Source: an optimization exercise on an open RTL-to-GDS flow (aim: small area, a short achievable clock period and few clock cycles per item). Production flows keep margins and buffers that such runs may drop. The RTL was checked by simulation tests, not by an equivalence proof against the original design.

==> flow/design.v <==
package hilo_pkg;
    localparam int word_w = 32;
    localparam int hilo_w = 2 * word_w;    
    localparam int div_steps = 32;
    localparam int div_cnt_w = $clog2(div_steps + 1);
    typedef logic [word_w-1:0] word_t;
    typedef enum logic [2:0] {
        op_mult  = 3'd0,    
        op_multu = 3'd1,    
        op_div   = 3'd2,    
        op_divu  = 3'd3,    
        op_mthi  = 3'd4,    
        op_mtlo  = 3'd5,    
        op_mfhi  = 3'd6,    
        op_mflo  = 3'd7     
    } hilo_op_t;
    typedef struct packed {
        word_t hi;
        word_t lo;
    } hilo_pair_t;
    typedef union packed {
        hilo_pair_t          pair;
        logic [hilo_w-1:0]   prod;
    } hilo_word_t;
endpackage
`timescale 1ns/10ps
module mul_pipe (
    input  logic                 clk,
    input  logic                 rst,
    input  logic                 op_valid,
    input  hilo_pkg::hilo_op_t   op,
    input  hilo_pkg::word_t      rs_value,
    input  hilo_pkg::word_t      rt_value,
    input  logic                 div_busy,
    output logic                 pipe_hi_we,
    output logic                 pipe_lo_we,
    output hilo_pkg::hilo_word_t pipe_value
);
    logic                  accept;
    logic                  is_mul;
    logic                  mul_signed;
    logic                  s1_is_mul;
    logic                  s1_we_hi;
    logic                  s1_we_lo;
    logic signed [hilo_pkg::word_w:0] s1_a;           
    logic signed [hilo_pkg::word_w:0] s1_b;
    hilo_pkg::word_t                 s1_move;
    logic signed [hilo_pkg::hilo_w-1:0] prod_full;
    assign accept     = op_valid && !div_busy;    
    assign is_mul     = (op == hilo_pkg::op_mult) || (op == hilo_pkg::op_multu);
    assign mul_signed = (op == hilo_pkg::op_mult);
    always_ff @(posedge clk) begin
        if (rst) begin
            s1_is_mul <= 1'b0;
            s1_we_hi  <= 1'b0;
            s1_we_lo  <= 1'b0;
        end else begin
            s1_is_mul <= accept && is_mul;
            s1_we_hi  <= accept && (is_mul || (op == hilo_pkg::op_mthi));
            s1_we_lo  <= accept && (is_mul || (op == hilo_pkg::op_mtlo));
        end
    end
    always_ff @(posedge clk) begin
        if (accept) begin
            s1_a    <= {mul_signed & rs_value[hilo_pkg::word_w-1], rs_value};    
            s1_b    <= {mul_signed & rt_value[hilo_pkg::word_w-1], rt_value};
            s1_move <= rs_value;
        end
    end
    assign prod_full = s1_a * s1_b;
    always_comb begin
        if (s1_is_mul) begin
            pipe_value.prod = prod_full;
        end else begin
            pipe_value.pair.hi = s1_move;
            pipe_value.pair.lo = s1_move;
        end
    end
    assign pipe_hi_we = s1_we_hi;
    assign pipe_lo_we = s1_we_lo;
endmodule
`timescale 1ns/10ps
module div_iter (
    input  logic                 clk,
    input  logic                 rst,
    input  logic                 op_valid,
    input  hilo_pkg::hilo_op_t   op,
    input  hilo_pkg::word_t      rs_value,
    input  hilo_pkg::word_t      rt_value,
    output logic                 div_busy,
    output logic                 div_done,
    output hilo_pkg::hilo_word_t div_value
);
    logic                  start;
    logic                  div_signed;
    hilo_pkg::word_t                 rs_mag;
    hilo_pkg::word_t                 rt_mag;
    logic                  busy_q;
    logic [hilo_pkg::div_cnt_w-1:0]  cnt_q;
    hilo_pkg::word_t                 rem_q;             
    hilo_pkg::word_t                 quo_q;             
    hilo_pkg::word_t                 dvs_q;             
    logic                  quo_neg_q;
    logic                  rem_neg_q;
    logic [hilo_pkg::word_w:0]       shifted;
    logic [hilo_pkg::word_w:0]       trial;
    logic                  fits;
    hilo_pkg::word_t                 rem_n;
    hilo_pkg::word_t                 quo_n;
    assign start      = op_valid && !busy_q && ((op == hilo_pkg::op_div) || (op == hilo_pkg::op_divu));
    assign div_signed = (op == hilo_pkg::op_div);
    assign rs_mag = (div_signed && rs_value[hilo_pkg::word_w-1]) ? -rs_value : rs_value;
    assign rt_mag = (div_signed && rt_value[hilo_pkg::word_w-1]) ? -rt_value : rt_value;
    assign shifted = {rem_q, quo_q[hilo_pkg::word_w-1]};
    assign trial   = shifted - {1'b0, dvs_q};
    assign fits    = !trial[hilo_pkg::word_w];          
    assign rem_n   = fits ? trial[hilo_pkg::word_w-1:0] : shifted[hilo_pkg::word_w-1:0];
    assign quo_n   = {quo_q[hilo_pkg::word_w-2:0], fits};
    always_ff @(posedge clk) begin
        if (rst) begin
            busy_q <= 1'b0;
            cnt_q  <= '0;
        end else if (start) begin
            busy_q <= 1'b1;
            cnt_q  <= hilo_pkg::div_cnt_w'(hilo_pkg::div_steps);
        end else if (busy_q) begin
            cnt_q <= cnt_q - 1'b1;
            if (cnt_q == hilo_pkg::div_cnt_w'(1)) begin
                busy_q <= 1'b0;               
            end
        end
    end
    always_ff @(posedge clk) begin
        if (start) begin
            rem_q     <= '0;
            quo_q     <= rs_mag;
            dvs_q     <= rt_mag;
            quo_neg_q <= div_signed && (rs_value[hilo_pkg::word_w-1] ^ rt_value[hilo_pkg::word_w-1]);
            rem_neg_q <= div_signed && rs_value[hilo_pkg::word_w-1];    
        end else if (busy_q) begin
            rem_q <= rem_n;
            quo_q <= quo_n;
        end
    end
    assign div_value.pair.hi = rem_neg_q ? -rem_n : rem_n;
    assign div_value.pair.lo = quo_neg_q ? -quo_n : quo_n;
    assign div_done = busy_q && (cnt_q == hilo_pkg::div_cnt_w'(1));
    assign div_busy = busy_q;
endmodule
`timescale 1ns/10ps
module hilo_regs (
    input  logic                 clk,
    input  logic                 rst,
    input  logic                 pipe_hi_we,
    input  logic                 pipe_lo_we,
    input  hilo_pkg::hilo_word_t pipe_value,
    input  logic                 div_done,
    input  hilo_pkg::hilo_word_t div_value,
    output hilo_pkg::word_t      hi,
    output hilo_pkg::word_t      lo
);
    hilo_pkg::word_t hi_q;
    hilo_pkg::word_t lo_q;
    always_ff @(posedge clk) begin
        if (rst) begin
            hi_q <= '0;
        end else if (pipe_hi_we) begin
            hi_q <= pipe_value.pair.hi;
        end else if (div_done) begin
            hi_q <= div_value.pair.hi;          
        end
    end
    always_ff @(posedge clk) begin
        if (rst) begin
            lo_q <= '0;
        end else if (pipe_lo_we) begin
            lo_q <= pipe_value.pair.lo;
        end else if (div_done) begin
            lo_q <= div_value.pair.lo;          
        end
    end
    assign hi = hi_q;
    assign lo = lo_q;
endmodule
`timescale 1ns/10ps
module mfhl_read (
    input  logic                 clk,
    input  logic                 rst,
    input  logic                 op_valid,
    input  hilo_pkg::hilo_op_t   op,
    input  logic                 div_busy,
    input  logic                 pipe_hi_we,
    input  logic                 pipe_lo_we,
    input  hilo_pkg::hilo_word_t pipe_value,
    input  hilo_pkg::word_t      hi,
    input  hilo_pkg::word_t      lo,
    output logic                 rd_valid,
    output hilo_pkg::word_t      rd_data
);
    logic  read_req;
    hilo_pkg::word_t hi_fwd;
    hilo_pkg::word_t lo_fwd;
    hilo_pkg::word_t rd_sel;
    assign read_req = op_valid && !div_busy && ((op == hilo_pkg::op_mfhi) || (op == hilo_pkg::op_mflo));
    assign hi_fwd = pipe_hi_we ? pipe_value.pair.hi : hi;
    assign lo_fwd = pipe_lo_we ? pipe_value.pair.lo : lo;
    assign rd_sel = (op == hilo_pkg::op_mfhi) ? hi_fwd : lo_fwd;
    always_ff @(posedge clk) begin
        if (rst) begin
            rd_valid <= 1'b0;
        end else begin
            rd_valid <= read_req;               
        end
    end
    always_ff @(posedge clk) begin
        if (read_req) begin
            rd_data <= rd_sel;
        end
    end
endmodule
`timescale 1ns/10ps
module hilo_unit_top (
    input  logic               clk,
    input  logic               rst,
    input  logic               op_valid,
    input  hilo_pkg::hilo_op_t op,
    input  hilo_pkg::word_t    rs_value,
    input  hilo_pkg::word_t    rt_value,
    output logic               div_busy,
    output logic               rd_valid,
    output hilo_pkg::word_t    rd_data
);
    logic       pipe_hi_we;
    logic       pipe_lo_we;
    hilo_pkg::hilo_word_t pipe_value;
    logic       div_done;
    hilo_pkg::hilo_word_t div_value;
    hilo_pkg::word_t      hi;
    hilo_pkg::word_t      lo;
    mul_pipe u_mul_pipe (
        .clk        (clk),
        .rst        (rst),
        .op_valid   (op_valid),
        .op         (op),
        .rs_value   (rs_value),
        .rt_value   (rt_value),
        .div_busy   (div_busy),
        .pipe_hi_we (pipe_hi_we),
        .pipe_lo_we (pipe_lo_we),
        .pipe_value (pipe_value)
    );
    div_iter u_div_iter (
        .clk        (clk),
        .rst        (rst),
        .op_valid   (op_valid),
        .op         (op),
        .rs_value   (rs_value),
        .rt_value   (rt_value),
        .div_busy   (div_busy),
        .div_done   (div_done),
        .div_value  (div_value)
    );
    hilo_regs u_hilo_regs (
        .clk        (clk),
        .rst        (rst),
        .pipe_hi_we (pipe_hi_we),
        .pipe_lo_we (pipe_lo_we),
        .pipe_value (pipe_value),
        .div_done   (div_done),
        .div_value  (div_value),
        .hi         (hi),
        .lo         (lo)
    );
    mfhl_read u_mfhl_read (
        .clk        (clk),
        .rst        (rst),
        .op_valid   (op_valid),
        .op         (op),
        .div_busy   (div_busy),
        .pipe_hi_we (pipe_hi_we),
        .pipe_lo_we (pipe_lo_we),
        .pipe_value (pipe_value),
        .hi         (hi),
        .lo         (lo),
        .rd_valid   (rd_valid),
        .rd_data    (rd_data)
    );
endmodule
==> flow/run.sh <==
#!/bin/bash
# synth_recipe.tcl (not shown) runs the flow's synth.tcl, then flattens the netlist and writes it again
# the make line also repeats each setting of config.mk as NAME=value (left out here)
make -C /OpenROAD-flow-scripts/flow DESIGN_CONFIG=/design/flow/config.mk WORK_HOME=/design/flow/orfs CLKGATE_MAP_FILE= SYNTH_SCRIPT=/design/flow/synth_recipe.tcl finish
==> flow/config.mk <==
export PLATFORM = sky130hd
export DESIGN_NAME = hilo_unit_top
export DESIGN_NICKNAME = hilo_unit_top
export VERILOG_FILES = /design/flow/design.v
export SDC_FILE = /design/flow/constraint.sdc
export NUM_CORES = 4
export LEC_CHECK = 0
export CAP_MARGIN = 20
export CORE_MARGIN = 2
export CORE_UTILIZATION = 40
export SLEW_MARGIN = 20
==> flow/constraint.sdc <==
create_clock -name core_clock -period 9.0 [get_ports {clk}]
set_input_delay 1.8000 -clock core_clock [delete_from_list [all_inputs] [get_ports {clk}]]
set_output_delay 1.8000 -clock core_clock [all_outputs]
set_load 0.01 [all_outputs]
==> flow_summary.ini <==
[status]
status = timing/DRC/antenna clean

[critical_path]
critPathMaxFanout = 29
reg2reg_from = u_mul_pipe.s1_move[17]
cp-end-kind = register
ff2ff_path_depth = 26
crit_path_start_kind = register
required_ns = 9.29
crit_start = u_mul_pipe.s1_move[17]
crit-reg2reg-capture = u_mfhl_read.rd_data[29]
crit_arrival_ns = 8.93
critical_path.endpoint = u_mfhl_read.rd_data[29]
r2r_setup_slack_ns = 0.36
critPathKind = register to register

[global_route]
grt_pass1_vias = 43300
grt-ovfl-total = 0
grt_start_max_net_pins = 76
grt_use_total_pct = 23.4
antenna_found_initial = 10
grt_pass1_wl_mm = 251

[timing]
fmax_ghz = 0.116
timing.final.crit_share_pct = 96.0
setup_viol = 0
drv_slew = 0
period_needed_ns = 8.64
tightest_slew_ns = 1.15
maxSlewHeadroom_pct = 22.8
hold_violations = 0
rsz0062_at_grt = true
fin_worst_skew_ns = 0.0241

[drt]
drtIter0Drc = 3029
vias = 40700
wl_per_cell_um = 20.2
vias_per_cell = 5.23
drc_errors = 0
wirelength_mm = 157
ant_nets = 0
detail_route.first_pass.iterations = 6

[clock_tree]
htreeDepth = 2
clkTransAtPathRegs_ns = 0.06
cts_buffer_depth = 3
cts-root-buf = clkbuf_16
clock-sinks = 271
cts_tree = built
insertion_delay_ns = 0.57
cts_made_buffers = 35

[synth]
ys_seq_area_share_pct = 13.0
synth_cell_types = 80
syn_inst = 5980
synth_commonest_cells = inv_1, fa_1, nand2_1
yosysMostFrequentCell = inv_1
syn_area_um2 = 54300
synthFlopType = edfxtp_1
yosys.area.top_type = fa_1
ys_warn_count = 4
synth_edf_count = 164
async_flop_share_pct = 0
synth_fp_nets = 7426
yosys-top-cells-area = fa_1, edfxtp_1, inv_1, and2_1, ha_1
synth_area_per_cell_um2 = 9.08
ys_ff_latch = 271
synth_top_area_share_pct = 41.5

[floorplan]
core_area_um2 = 135000
dieArea_um2 = 139000
die_w_um = 373
initial_utilization_pct = 40.2
die_h_um = 373
io_pins = 104
num_rows = 135

[final_layout]
final_nets = 7421
fin_util_pct = 43.9
syn_to_final_growth_pct = 9.26
drive_above_1_share_pct = 4.53
fillers = 13200

[job]
drv_cap = 0

[hold_path]
hold_class = register to register
holdCritStartpoint = u_hilo_regs.lo_q[21]

[place]
io_buffers = 103
globalplace.congestion = 0.919
dpl.hpwl_mm = 128
-- worst min-delay path by stage --
stage,end,slack (ns),cells after the start
finish,u_hilo_regs.lo_q[21],0.48,2
CTS,u_hilo_regs.lo_q[21],0.48,2
floorplan,u_hilo_regs.lo_q[21],0.44,2
detailed placement,u_hilo_regs.lo_q[21],0.47,2
global placement,u_hilo_regs.lo_q[21],0.45,2
global route,u_hilo_regs.lo_q[21],0.50,2
-- final cells by class --
| class | count | area, µm² | share of cell area (%) |
|---|---|---|---|
| Multi-Input combinational cell | 4165 | 41500 | 69.9 |
| Sequential cell | 271 | 7070 | 11.9 |
| Inverter | 1231 | 4630 | 7.80 |
| Timing Repair Buffer | 271 | 2830 | 4.77 |
| Tap cell | 1781 | 2230 | 3.75 |
| Clock buffer | 49 | 990 | 1.67 |
| Clock inverter | 15 | 104 | 0.175 |
| Antenna cell | 1 | 2.50 | 0.00422 |
-- layout by cell type, fill, tap and decap left out, drive strengths merged, types with 22 or more instances in the layout --
master         Yosys  layout
a211oi            31      31
and2             576     576
ha               250     250
edfxtp           164     164
nor2             207     207
dfxtp            107     107
xnor2            121     121
inv             1229    1235
nor3              61      61
a31oi             22      22
nor4              24      24
mux2i             34      34
clkdlybuf4s50      0     102
xor2              96      96
or3               33      33
o21ai            200     200
nand2b            27      27
a21oi            213     213
buf               13     169
nand3             40      40
nand2            740     740
clkbuf           300      49
o31ai             36      36
a21o              49      49
fa              1126    1126
-- worst max-delay path, cell delays in order, from the launching register on --
cell and delay, ns:
edfxtp_1 0.52, buf_6 0.31, nand2_1 0.13, fa_1 0.56
fa_1 0.53, fa_1 0.54, inv_1 0.05, fa_1 0.47
fa_1 0.61, fa_1 0.44, fa_1 0.54, inv_1 0.07
fa_1 0.50, inv_1 0.08, ha_1 0.38, a21oi_1 0.09
o21ai_0 0.14, a21oi_1 0.11, or3b_2 0.52, nand3b_1 0.15
o211ai_1 0.20, o21a_1 0.28, o31a_1 0.34, o2111ai_1 0.24
mux2i_1 0.11, nor4_2 0.32, o31ai_1 0.12
-- metrics by stage --
| stage | hold WS, ns | instances | setup TNS, ns | setup WS, ns | area, µm² |
|---|---|---|---|---|---|
| 6_report | 0.480 | 7784 | 0 | 0.363 | 59400 |
| 5_1_grt | 0.495 | 7783 | -0.0336 | -0.0336 | 59400 |
| 4_1_cts | 0.476 | 7764 | 0 | 0.109 | 59100 |
| 3_5_place_dp | 0.468 | 7700 | 0 | 0.132 | 58000 |
| 3_3_place_gp | 0.449 | 7700 | 0 | 0.223 | 58000 |
| 2_1_floorplan | 0.444 | 5980 | 0 | 0.942 | 54300 |
-- what timing repair did --
action                     CTS  global route
setup endpoints to repair    0            19
buffers inserted             0            17
gates resized for setup      0            16
hold buffers                 0             0
-- per-layer routing --
| metal | GRT usage [%] | share of wire [%] | vias up |
|---|---|---|---|
| met5 | 0 | 0 | - |
| met4 | 5.57 | 2.6 | 0 |
| met3 | 2.49 | 5.6 | 172 |
| met2 | 39.2 | 48 | 1210 |
| met1 | 32.5 | 44 | 21100 |
| li1 | - | - | 18300 |
-- registers in the layout (all words and copies together) (netlist names), 2 cells and up --
name,count
u_hilo_regs.hi_q,32
u_div_iter.rem_q,32
u_mul_pipe.s1_a,2
u_div_iter.cnt_q,6
u_hilo_regs.lo_q,32
u_div_iter.quo_q,32
u_div_iter.dvs_q,32
u_mfhl_read.rd_data,32
u_mul_pipe.s1_move,31
u_mul_pipe.s1_b,33
-- cell families after synthesis --
kind of cell | count (synthesis) | synth area share (%)
xor+xnor | 217 | 3.50
buf+inv | 1544 | 10.7
flops | 271 | 13.0
mux | 38 | 0.709
compound gates | 737 | 8.60
fa+ha+maj | 1376 | 47.3
simple gates | 1797 | 16.2
Testbench counts, summed over its fixed seeds: cycles 19,732, items 4,660.

-- re-timing with driven ports --
Ports are ideal in the flow. The routed layout listed here was re-timed in OpenROAD. Step 1 (the two cells are an assumption about what drives the block):
set clk [get_ports {clk}]
set_driving_cell -lib_cell sky130_fd_sc_hd__clkbuf_16 $clk
set_driving_cell -lib_cell sky130_fd_sc_hd__buf_2 [delete_from_list [all_inputs] $clk]
Step 2, shift: input delay + t, output delay - t, t = (earliest + latest rising clock arrival at the registers) / 2. This alone moves slack from input paths to output paths. Three values: ideal, step 1, step 2; two values: the first two.
t (ns): 0.607
slack for setup (ns): 0.363 / 0.363 / 0.363
latest minus earliest clock arrival (ns): 0.024 / 0.024
worst register clock-pin slew, ns: 0.07 / 0.07
cell pins on the clock port's net: 1
After both steps this run still meets setup and hold. For this run, drivers alone change the setup slack by 0.000 ns; drivers and shift together by 0.000 ns.
